This is an optimization exercise on Yosys and OpenROAD, whose aim is small area, not a production implementation. Only simulation tests tie the RTL to the original design; equivalence was not proved. Power figures rest on the tool's default switching activity, not on a simulated workload.

===== flow/run.sh =====
#!/bin/bash
# synth_recipe.tcl (not shown) runs the flow's synth.tcl, then flattens the netlist and writes it again
# the make line also repeats each setting of config.mk as NAME=value (left out here)
make -C /OpenROAD-flow-scripts/flow DESIGN_CONFIG=/design/flow/config.mk WORK_HOME=/design/flow/orfs CLKGATE_MAP_FILE= SYNTH_SCRIPT=/design/flow/synth_recipe.tcl finish

===== flow/config.mk =====
export PLATFORM = sky130hd
export DESIGN_NAME = edu_core
export DESIGN_NICKNAME = edu_core
export VERILOG_FILES = /design/flow/design.v
export SDC_FILE = /design/flow/constraint.sdc
export NUM_CORES = 4
export LEC_CHECK = 0
export CAP_MARGIN = 20
export CORE_MARGIN = 2
export CORE_UTILIZATION = 30
export PLACE_DENSITY = 0.4
export SLEW_MARGIN = 20

===== flow/constraint.sdc =====
create_clock -name core_clock -period 6.5 [get_ports {clk}]
set_input_delay 1.3000 -clock core_clock [delete_from_list [all_inputs] [get_ports {clk}]]
set_output_delay 1.3000 -clock core_clock [all_outputs]
set_load 0.01 [all_outputs]

===== flow/design.v =====
`timescale 1ns/1ns
package edu_core_pkg;
	typedef logic [63:0] word_t;
	typedef logic [31:0] instr_t;
	typedef logic [4:0]  reg_idx_t;
	typedef logic [3:0]  nzcv_t;
	typedef logic [1:0]  mem_size_t;
	typedef logic [1:0]  alu_cmd_t;
	localparam mem_size_t SIZE_B = 2'b00;
	localparam mem_size_t SIZE_W = 2'b10;
	localparam mem_size_t SIZE_D = 2'b11;
	localparam alu_cmd_t ALU_AND = 2'b00;
	localparam alu_cmd_t ALU_ORR = 2'b01;
	localparam alu_cmd_t ALU_EOR = 2'b10;
	localparam alu_cmd_t ALU_ADD = 2'b11;
	localparam instr_t     INST_NOP = 32'hd503_201f;
	localparam reg_idx_t   REG_ZERO = 5'd31;
	localparam logic [3:0] COND_AL  = 4'b1110;
	localparam instr_t MASK_ADDSUB_IMM  = 32'h1fc0_0000;
	localparam instr_t MATCH_ADDSUB_IMM = 32'h1100_0000;
	localparam instr_t MASK_ADDSUB_REG  = 32'h1fe0_fc00;
	localparam instr_t MATCH_ADDSUB_REG = 32'h0b00_0000;
	localparam instr_t MASK_LOGIC_REG   = 32'h1fe0_fc00;
	localparam instr_t MATCH_LOGIC_REG  = 32'h0a00_0000;
	localparam instr_t MASK_LDST_UIMM   = 32'h3f80_0000;
	localparam instr_t MATCH_LDST_UIMM  = 32'h3900_0000;
	localparam instr_t MASK_B           = 32'hfc00_0000;
	localparam instr_t MATCH_B          = 32'h1400_0000;
	localparam instr_t MASK_BCOND       = 32'hff00_0010;
	localparam instr_t MATCH_BCOND      = 32'h5400_0000;
endpackage
`timescale 1ns/1ns
module fetch_stage (
	input  logic  clk,
	input  logic  nreset,
	input  logic  clk_en,
	input  logic  error_flag,
	input  logic  branch_taken,
	input  edu_core_pkg::word_t branch_target,
	output logic  run,
	output edu_core_pkg::word_t pc,
	output edu_core_pkg::word_t instr_addr,
	output logic  instr_en
);
	logic  nreset_sync;
	edu_core_pkg::word_t fetch_pc;
	always_ff @(posedge clk or negedge nreset) begin
		if (!nreset) begin
			nreset_sync <= 1'b0;
		end else if (clk_en) begin
			nreset_sync <= 1'b1;
		end
	end
	assign run = clk_en && !error_flag && nreset_sync;
	always_ff @(posedge clk or negedge nreset) begin
		if (!nreset) begin
			fetch_pc <= '0;
		end else if (run) begin
			fetch_pc <= branch_taken ? branch_target : fetch_pc + edu_core_pkg::word_t'(4);
		end
	end
	always_ff @(posedge clk) begin
		if (run) begin
			pc <= fetch_pc;
		end
	end
	assign instr_addr = fetch_pc;
	assign instr_en   = nreset_sync;
endmodule
`timescale 1ns/1ns
module decode_stage (
	input  logic       clk,
	input  logic       nreset,
	input  logic       run,
	input  edu_core_pkg::instr_t     instr_data,
	input  edu_core_pkg::word_t      fetch_pc,
	input  edu_core_pkg::word_t      rd_n,
	input  edu_core_pkg::word_t      rd_m,
	input  edu_core_pkg::word_t      rd_a,
	output edu_core_pkg::reg_idx_t   rd_idx_n,
	output edu_core_pkg::reg_idx_t   rd_idx_m,
	output edu_core_pkg::reg_idx_t   rd_idx_a,
	output edu_core_pkg::word_t      op_n,
	output edu_core_pkg::word_t      op_m,
	output edu_core_pkg::word_t      op_a,
	output edu_core_pkg::alu_cmd_t   alu_cmd,
	output logic       invert_b,
	output logic       sf,
	output logic       set_flags,
	output logic [3:0] cond,
	output logic       is_branch,
	output logic       mem_read,
	output logic       mem_write,
	output edu_core_pkg::mem_size_t  mem_size,
	output logic       wr_en,
	output edu_core_pkg::reg_idx_t   wr_idx,
	output logic       error_flag
);
	logic   instr_valid;
	edu_core_pkg::instr_t instr;
	logic   is_addsub_imm;
	logic   is_addsub_reg;
	logic   is_addsub;
	logic   is_logic_reg;
	logic   is_ldst;
	logic   is_b;
	logic   is_bcond;
	logic   is_nop;
	logic   known;
	edu_core_pkg::word_t  imm_m;
	assign instr = instr_valid ? instr_data : edu_core_pkg::INST_NOP;
	assign is_addsub_imm = (instr & edu_core_pkg::MASK_ADDSUB_IMM) == edu_core_pkg::MATCH_ADDSUB_IMM;
	assign is_addsub_reg = (instr & edu_core_pkg::MASK_ADDSUB_REG) == edu_core_pkg::MATCH_ADDSUB_REG;
	assign is_addsub     = is_addsub_imm || is_addsub_reg;
	assign is_logic_reg  = ((instr & edu_core_pkg::MASK_LOGIC_REG) == edu_core_pkg::MATCH_LOGIC_REG) &&
		(instr[30:29] != 2'b11);
	assign is_ldst       = ((instr & edu_core_pkg::MASK_LDST_UIMM) == edu_core_pkg::MATCH_LDST_UIMM) &&
		(instr[31:30] != 2'b01);
	assign is_b          = (instr & edu_core_pkg::MASK_B) == edu_core_pkg::MATCH_B;
	assign is_bcond      = (instr & edu_core_pkg::MASK_BCOND) == edu_core_pkg::MATCH_BCOND;
	assign is_nop        = instr == edu_core_pkg::INST_NOP;
	assign known = is_addsub || is_logic_reg || is_ldst || is_b || is_bcond || is_nop;
	assign rd_idx_n = instr[9:5];
	assign rd_idx_m = instr[20:16];
	assign rd_idx_a = instr[4:0];
	assign imm_m = is_addsub_imm ? edu_core_pkg::word_t'(instr[21:10]) :
		is_ldst  ? edu_core_pkg::word_t'(instr[21:10]) << instr[31:30] :
		is_b     ? {{36{instr[25]}}, instr[25:0], 2'b00} :
		is_bcond ? {{43{instr[23]}}, instr[23:5], 2'b00} :
		rd_m;
	always_ff @(posedge clk or negedge nreset) begin
		if (!nreset) begin
			instr_valid <= 1'b0;
			error_flag  <= 1'b0;
			set_flags   <= 1'b0;
			is_branch   <= 1'b0;
			mem_read    <= 1'b0;
			mem_write   <= 1'b0;
			wr_en       <= 1'b0;
		end else if (run) begin
			instr_valid <= 1'b1;
			error_flag  <= error_flag || !known;
			set_flags   <= is_addsub && instr[29];
			is_branch   <= is_b || is_bcond;
			mem_read    <= is_ldst && instr[22];
			mem_write   <= is_ldst && !instr[22];
			wr_en       <= is_addsub || is_logic_reg || (is_ldst && instr[22]);
		end
	end
	always_ff @(posedge clk) begin
		if (run) begin
			op_n     <= (is_b || is_bcond) ? fetch_pc : rd_n;
			op_m     <= imm_m;
			op_a     <= rd_a;
			alu_cmd  <= is_logic_reg ? edu_core_pkg::alu_cmd_t'(instr[30:29]) : edu_core_pkg::ALU_ADD;
			invert_b <= is_addsub && instr[30];
			sf       <= (is_addsub || is_logic_reg) ? instr[31] : 1'b1;
			cond     <= is_bcond ? instr[3:0] : edu_core_pkg::COND_AL;
			mem_size <= instr[31:30];
			wr_idx   <= instr[4:0];
		end
	end
endmodule
`timescale 1ns/1ns
module reg_file (
	input  logic     clk,
	input  logic     run,
	input  edu_core_pkg::reg_idx_t rd_idx_n,
	input  edu_core_pkg::reg_idx_t rd_idx_m,
	input  edu_core_pkg::reg_idx_t rd_idx_a,
	output edu_core_pkg::word_t    rd_n,
	output edu_core_pkg::word_t    rd_m,
	output edu_core_pkg::word_t    rd_a,
	input  logic     wb_en,
	input  edu_core_pkg::reg_idx_t wb_idx,
	input  edu_core_pkg::word_t    wb_data
);
	edu_core_pkg::word_t regs [0:30];
	assign rd_n = (rd_idx_n == edu_core_pkg::REG_ZERO) ? '0 :
		(wb_en && wb_idx == rd_idx_n) ? wb_data : regs[rd_idx_n];
	assign rd_m = (rd_idx_m == edu_core_pkg::REG_ZERO) ? '0 :
		(wb_en && wb_idx == rd_idx_m) ? wb_data : regs[rd_idx_m];
	assign rd_a = (rd_idx_a == edu_core_pkg::REG_ZERO) ? '0 :
		(wb_en && wb_idx == rd_idx_a) ? wb_data : regs[rd_idx_a];
	always_ff @(posedge clk) begin
		if (run && wb_en && wb_idx != edu_core_pkg::REG_ZERO) begin
			regs[wb_idx] <= wb_data;
		end
	end
endmodule
`timescale 1ns/1ns
module execute_stage (
	input  logic       clk,
	input  logic       nreset,
	input  logic       run,
	input  edu_core_pkg::word_t      op_n,
	input  edu_core_pkg::word_t      op_m,
	input  edu_core_pkg::word_t      op_a,
	input  edu_core_pkg::alu_cmd_t   alu_cmd,
	input  logic       invert_b,
	input  logic       sf,
	input  logic       set_flags,
	input  logic [3:0] cond,
	input  logic       is_branch,
	input  logic       mem_read,
	input  logic       mem_write,
	input  edu_core_pkg::mem_size_t  mem_size,
	input  logic       wr_en,
	input  edu_core_pkg::reg_idx_t   wr_idx,
	output logic       branch_taken,
	output edu_core_pkg::word_t      branch_target,
	output edu_core_pkg::word_t      mem_addr,
	output edu_core_pkg::word_t      mem_wdata,
	output edu_core_pkg::word_t      ex_result,
	output logic       ma_read,
	output logic       ma_write,
	output edu_core_pkg::mem_size_t  ma_size,
	output logic       ma_wr_en,
	output edu_core_pkg::reg_idx_t   ma_wr_idx
);
	edu_core_pkg::word_t       b_op;
	logic [64:0] sum64;
	logic [32:0] sum32;
	edu_core_pkg::word_t       alu_raw;
	edu_core_pkg::word_t       alu_result;
	edu_core_pkg::nzcv_t       alu_flags;
	edu_core_pkg::nzcv_t       flags;
	logic        cond_ok;
	assign b_op  = invert_b ? ~op_m : op_m;
	assign sum64 = {1'b0, op_n} + {1'b0, b_op} + 65'(invert_b);
	assign sum32 = {1'b0, op_n[31:0]} + {1'b0, b_op[31:0]} + 33'(invert_b);
	always_comb begin
		case (alu_cmd)
			edu_core_pkg::ALU_AND: alu_raw = op_n & b_op;
			edu_core_pkg::ALU_ORR: alu_raw = op_n | b_op;
			edu_core_pkg::ALU_EOR: alu_raw = op_n ^ b_op;
			default: alu_raw = sum64[63:0];
		endcase
	end
	assign alu_result = sf ? alu_raw : {32'b0, alu_raw[31:0]};
	assign alu_flags[3] = sf ? alu_result[63] : alu_result[31];
	assign alu_flags[2] = alu_result == '0;
	assign alu_flags[1] = sf ? sum64[64] : sum32[32];
	assign alu_flags[0] = sf ?
		(op_n[63] == b_op[63]) && (sum64[63] != op_n[63]) :
		(op_n[31] == b_op[31]) && (sum32[31] != op_n[31]);
	always_ff @(posedge clk or negedge nreset) begin
		if (!nreset) begin
			flags <= '0;
		end else if (run && set_flags) begin
			flags <= alu_flags;
		end
	end
	always_comb begin
		case (cond[3:1])
			3'b000:  cond_ok = flags[2];
			3'b001:  cond_ok = flags[1];
			3'b010:  cond_ok = flags[3];
			3'b011:  cond_ok = flags[0];
			3'b100:  cond_ok = flags[1] && !flags[2];
			3'b101:  cond_ok = flags[3] == flags[0];
			3'b110:  cond_ok = (flags[3] == flags[0]) && !flags[2];
			default: cond_ok = 1'b1;
		endcase
		if (cond[0] && cond[3:1] != 3'b111) begin
			cond_ok = !cond_ok;
		end
	end
	assign branch_taken  = is_branch && cond_ok;
	assign branch_target = alu_result;
	always_ff @(posedge clk or negedge nreset) begin
		if (!nreset) begin
			ma_read  <= 1'b0;
			ma_write <= 1'b0;
			ma_wr_en <= 1'b0;
		end else if (run) begin
			ma_read  <= mem_read;
			ma_write <= mem_write;
			ma_wr_en <= wr_en;
		end
	end
	always_ff @(posedge clk) begin
		if (run) begin
			ex_result <= alu_result;
			mem_wdata <= op_a;
			ma_size   <= mem_size;
			ma_wr_idx <= wr_idx;
		end
	end
	assign mem_addr = ex_result;
endmodule
`timescale 1ns/1ns
module mem_wb_stage (
	input  logic      clk,
	input  logic      nreset,
	input  logic      run,
	input  edu_core_pkg::word_t     mem_addr,
	input  edu_core_pkg::word_t     mem_wdata,
	input  edu_core_pkg::word_t     ex_result,
	input  logic      ma_read,
	input  logic      ma_write,
	input  edu_core_pkg::mem_size_t ma_size,
	input  logic      ma_wr_en,
	input  edu_core_pkg::reg_idx_t  ma_wr_idx,
	output edu_core_pkg::word_t     data_addr,
	output edu_core_pkg::word_t     data_wdata,
	output edu_core_pkg::mem_size_t data_size,
	output logic      data_read,
	output logic      data_write,
	input  edu_core_pkg::word_t     data_rdata,
	output logic      wb_en,
	output edu_core_pkg::reg_idx_t  wb_idx,
	output edu_core_pkg::word_t     wb_data
);
	logic      wb_load;
	edu_core_pkg::mem_size_t wb_size;
	edu_core_pkg::word_t     wb_result;
	edu_core_pkg::word_t     load_value;
	assign data_addr  = mem_addr;
	assign data_wdata = mem_wdata;
	assign data_size  = ma_size;
	assign data_read  = ma_read;
	assign data_write = ma_write;
	always_ff @(posedge clk or negedge nreset) begin
		if (!nreset) begin
			wb_en   <= 1'b0;
			wb_load <= 1'b0;
		end else if (run) begin
			wb_en   <= ma_wr_en;
			wb_load <= ma_read;
		end
	end
	always_ff @(posedge clk) begin
		if (run) begin
			wb_idx    <= ma_wr_idx;
			wb_size   <= ma_size;
			wb_result <= ex_result;
		end
	end
	always_comb begin
		case (wb_size)
			edu_core_pkg::SIZE_B:  load_value = {56'b0, data_rdata[7:0]};
			edu_core_pkg::SIZE_W:  load_value = {32'b0, data_rdata[31:0]};
			default: load_value = data_rdata;
		endcase
	end
	assign wb_data = wb_load ? load_value : wb_result;
endmodule
`timescale 1ns/1ns
module edu_core (
	input  logic      clk,
	input  logic      nreset,
	input  logic      clk_en,
	output edu_core_pkg::word_t     instr_addr,
	output logic      instr_en,
	input  edu_core_pkg::instr_t    instr_data,
	output edu_core_pkg::word_t     data_addr,
	output edu_core_pkg::word_t     data_wdata,
	output edu_core_pkg::mem_size_t data_size,
	output logic      data_read,
	output logic      data_write,
	input  edu_core_pkg::word_t     data_rdata,
	output logic      error_flag
);
	logic       run;
	edu_core_pkg::word_t      pc;
	logic       branch_taken;
	edu_core_pkg::word_t      branch_target;
	edu_core_pkg::reg_idx_t   rd_idx_n;
	edu_core_pkg::reg_idx_t   rd_idx_m;
	edu_core_pkg::reg_idx_t   rd_idx_a;
	edu_core_pkg::word_t      rd_n;
	edu_core_pkg::word_t      rd_m;
	edu_core_pkg::word_t      rd_a;
	edu_core_pkg::word_t      op_n;
	edu_core_pkg::word_t      op_m;
	edu_core_pkg::word_t      op_a;
	edu_core_pkg::alu_cmd_t   alu_cmd;
	logic       invert_b;
	logic       sf;
	logic       set_flags;
	logic [3:0] cond;
	logic       is_branch;
	logic       mem_read;
	logic       mem_write;
	edu_core_pkg::mem_size_t  mem_size;
	logic       wr_en;
	edu_core_pkg::reg_idx_t   wr_idx;
	edu_core_pkg::word_t      mem_addr;
	edu_core_pkg::word_t      mem_wdata;
	edu_core_pkg::word_t      ex_result;
	logic       ma_read;
	logic       ma_write;
	edu_core_pkg::mem_size_t  ma_size;
	logic       ma_wr_en;
	edu_core_pkg::reg_idx_t   ma_wr_idx;
	logic       wb_en;
	edu_core_pkg::reg_idx_t   wb_idx;
	edu_core_pkg::word_t      wb_data;
	fetch_stage u_fetch (.*);
	decode_stage u_decode (
		.fetch_pc(pc),
		.*
	);
	reg_file u_regs (.*);
	execute_stage u_execute (.*);
	mem_wb_stage u_mem_wb (.*);
endmodule

==> results.txt <==
- Initial core utilization: 30.11%
- Layout area overhead: 16.58%
- Slowest stage cell, crit path: a221oi_1
- Setup Crit Path Kind: flop to flop
- Max Freq: 0.1713 GHz
- Synth top area cells: edfxtp_1 52%, mux2i_1 6.3%, mux4_2 5.3%
- Syn nets: 13040
- Synth Warn #: 5
- CTS tree: yes
- Register bit total from synthesis: 2542
- Register clock-pin slew on the reported worst setup and hold paths: 0.06 ns
- Post-Route Skew: 0.04127 ns
- Max_slew headroom: 12.13%
- Hold Buf Count CTS: 0
- RSZ-0062 raised after global routing: false
- Fin crit period: 5.838 ns
- Placer Congestion: 0.8891
- WP data required: 7.42 ns
- Synth async-reset ratio: 3.186%
- Crit path cell chain: buf_4 > buf_4 > xor2_1 > inv_1 > ha_1 > a21oi_1 > o21ai_1 > a32oi_1 > a21oi_1 > a221oi_1 > a21oi_2 > mux2_1 > a21oi_1 > or4_1 > or4_1 > or4_1 > o21ai_1
- Family with the most delay on the worst path: compound AO/OA/AOI/OAI gates
- Worst setup path start: u_decode.invert_b$_DFFE_PP_
- Row cnt: ~250
- Total number of vias: roughly 120k
- Sequential share of the synthesized area: a little over half
- Fraction of the cycle the final worst path needs: about nine tenths
- Power Total: 47.83 mW
- Worst Hold Class: input port to asynchronous set/reset pin
- Largest area contributor in the netlist: edfxtp_1
- Core area: 0.4745 sq mm
- Placed insts: 18770
- Outcome: finished clean
- Startpoint Class: flop
- Worst slew pin tran: 1.304 ns
- CP peak stage delay: 0.85 ns
- Nets@finish: approximately 13000
- Most frequent cells in the layout: 2461 x edfxtp_1, 1767 x nand2_1, 1147 x a21oi_1
- IO Port Bufs: a little under 300
- Netlist cell types: 87
- Pre-antenna DRT Iters: 8
- CTS max path bufs: 4
- Vias per inst: 6.281
- HPWL Detailed: 459.4 mm
- First-pass GRT wire length: 1012 mm
- Synth Cell Area: 0.1429 sq mm
- Power density cells: 287.1 mW/mm^2
- Maximum fanout along the worst path: 22
- Maxcap violations: 0
- Fin. Hold Viols: 0
- Setup TNS: 0 ns
- Min Hold Slack: ~0.29 ns
- Worst skew pair latency: 1.01 ns
- WP data arrival: 6.76 ns
- Layout cell share with drive strength beyond 1: 14.65%
- Die Area: 0.4818 sq mm
- # DRC: 0
- # resized after CTS: 0
- Final WL: 753.4 mm
- Number of global-route vias before repair: between 100k and 150k
- Initial antenna violation count: 75
- Crit. End Element: flop
- CTS Buf Count: 317
- Max-slew violation count: 0
- WL/cell: 38.92 microns
- Synth Instances: approximately 13000
- GR Overflow Total: 0
- Final Util: between 30% and 40%
- Ports: 297
- Commonest non-fill, non-tap cell in the layout: edfxtp_1
- Primary FF master, synth: edfxtp_1
- # clock sinks: 2542
- Final setup viols: 0
- Synthesized area per cell: 11.15 sq um
- Buf/Inv on CP: 3
- DR iter-0 viols: around 18000
- Root Driver: clkbuf_16
- Fin cells: 19360
- Post-synth top area share: 51.72%
- R2R Path Start: u_decode.invert_b$_DFFE_PP_
- Die Width: 694.1 microns
- Largest net degree at the start of global routing: ~140
- Filler cell count: 46330
- Post-CTS Setup Inserts: 0
- Routed Antenna Nets: 0
- Post-synth EDFFs: ~2500
- Leakage: approximately 57 nW
- Htree depth: 5
- Worst vdd ir: 0.2046 mV
- All-Layer GR Usage: 30.05%
- Die Y: 694.1 microns
==> worst paths after layout <==
check | to | slack [ns] | cells after the start
max | u_execute.flags[2]$_DFFE_PN0P_ | 0.66 | 17
min | u_fetch.fetch_pc[8]$_DFFE_PN0P_ | 0.29 | 1
max reg2reg | u_execute.flags[2]$_DFFE_PN0P_ | 0.66 | 17
min reg2reg | u_execute.mem_wdata[4]$_DFFE_PP_ | 0.40 | 0
max in group asynchronous | u_fetch.fetch_pc[46]$_DFFE_PN0P_ | 4.97 | 2
min in group core_clock | u_execute.mem_wdata[4]$_DFFE_PP_ | 0.40 | 0
==> layout make-up <==
cell class,instances,area [sq um],area share (%)
diodes,18,45.04,0.02704
clock buffers,390,8427,5.059
clock inverters,182,1937,1.163
inverters,252,983.4,0.5904
multi-input cells,8861,62440,37.48
flip-flops and latches,2542,75940,45.59
well taps,6247,7816,4.692
repair buffers,865,8996,5.401
==> kinds of logic (layout without fill, tap and decap cells) <==
| logic type | count (synthesis) | in the layout | synth area share [%] |
|---|---|---|---|
| AOI/OAI and AO/OA | 3791 | 3791 | 16.94 |
| xor gates and xnor gates | 183 | 183 | 1.122 |
| adders and majority gates | 130 | 130 | 1.144 |
| buffers and inverters | 1408 | 1689 | 3.708 |
| DFF | 2542 | 2542 | 53.14 |
| muxes | 1606 | 1606 | 14.53 |
| other | 0 | 18 | 0 |
| and+or+nand+nor | 3151 | 3151 | 9.421 |
==> worst reg2reg max path, stage by stage, from the launching register on <==
cell      delay [ns]
edfxtp_1        0.58
buf_4           0.34
buf_4           0.39
xor2_1          0.28
inv_1           0.08
ha_1            0.38
a21oi_1         0.24
o21ai_1         0.18
a32oi_1         0.24
a21oi_1         0.15
a221oi_1        0.85
a21oi_2         0.15
mux2_1          0.24
a21oi_1         0.13
or4_1           0.54
or4_1           0.41
or4_1           0.43
o21ai_1         0.15
==> routing by layer <==
| layer | GRT usage (%) | share of wire, % |
|---|---|---|
| met2 | 46.45 | 44 |
| met5 | 0 | 0.0078 |
| met3 | 6.978 | 10 |
| met1 | 40.38 | 41 |
| met4 | 12.53 | 4.8 |
==> registers in the layout, indices dropped and copies added (netlist names), 2 cells and up <==
signal and count:
u_execute.ex_result 64, u_execute.flags 4, u_decode.mem_size 2, u_execute.mem_wdata 64, u_execute.ma_size 2, u_fetch.pc 64
u_decode.op_a 64, u_decode.wr_idx 5, u_decode.op_n 64, u_decode.op_m 64, u_mem_wb.wb_size 2, u_execute.ma_wr_idx 5
u_fetch.fetch_pc 64, u_decode.cond 4, u_decode.alu_cmd 2, u_regs.regs 1984, u_mem_wb.wb_idx 5, u_mem_wb.wb_result 64
==> synthesized netlist by cell type, drive strengths merged (173+ instances only) <==
cell / n
edfxtp: 2461
nand2: 1781
a21oi: 1154
clkbuf: 978
mux2i: 902
o21ai: 623
nor2: 580
a211oi: 469
a31oi: 419
mux2: 367
mux4: 337
o221ai: 260
inv: 248
nor2b: 210
o22ai: 204
nand3: 181
buf: 178
nor3: 173
==> per-stage QoR <==
stage,area [sq um],worst slack (ns)
floorplan,142900,1.014
global route,166500,0.3119
CTS,166500,0.6909
global placement,156100,0.3543
finish,166600,0.6623
detailed placement,156100,0.3692
==> where the power goes <==
group | total [mW] | switching, mW | internal [mW]
Clock | 18.3 | 7.68 | 10.6
Sequential | 19.3 | 0.718 | 18.6
Combinational | 10.2 | 7.03 | 3.20

[afterwards: timing with drivers on the ports]
How much do the figures lean on ideal ports? The routed layout below was timed once more, with nothing changed but the port constraints.
Step 1 (the two cells are an assumption about what drives the block):
set clk [get_ports {clk}]
set_driving_cell -lib_cell sky130_fd_sc_hd__clkbuf_16 $clk
set_driving_cell -lib_cell sky130_fd_sc_hd__buf_2 [delete_from_list [all_inputs] $clk]
Step 2 moves the port delays by t, midway between the first and last clock arrival at a register: inputs arrive t later, outputs are due t later. That takes back most of the time a late clock gives input paths.
Slacks: no drivers / after step 1 / after step 2; pairs: no drivers / after step 1.
shift t [ns]: 1.117
setup slack, ns: 0.662 / 0.662 / 0.095
pins driven straight from the clock port: 1
After both steps this run still meets setup and hold. The setup slack of this run moves by 0.000 ns with the drivers and by -0.567 ns with both steps.
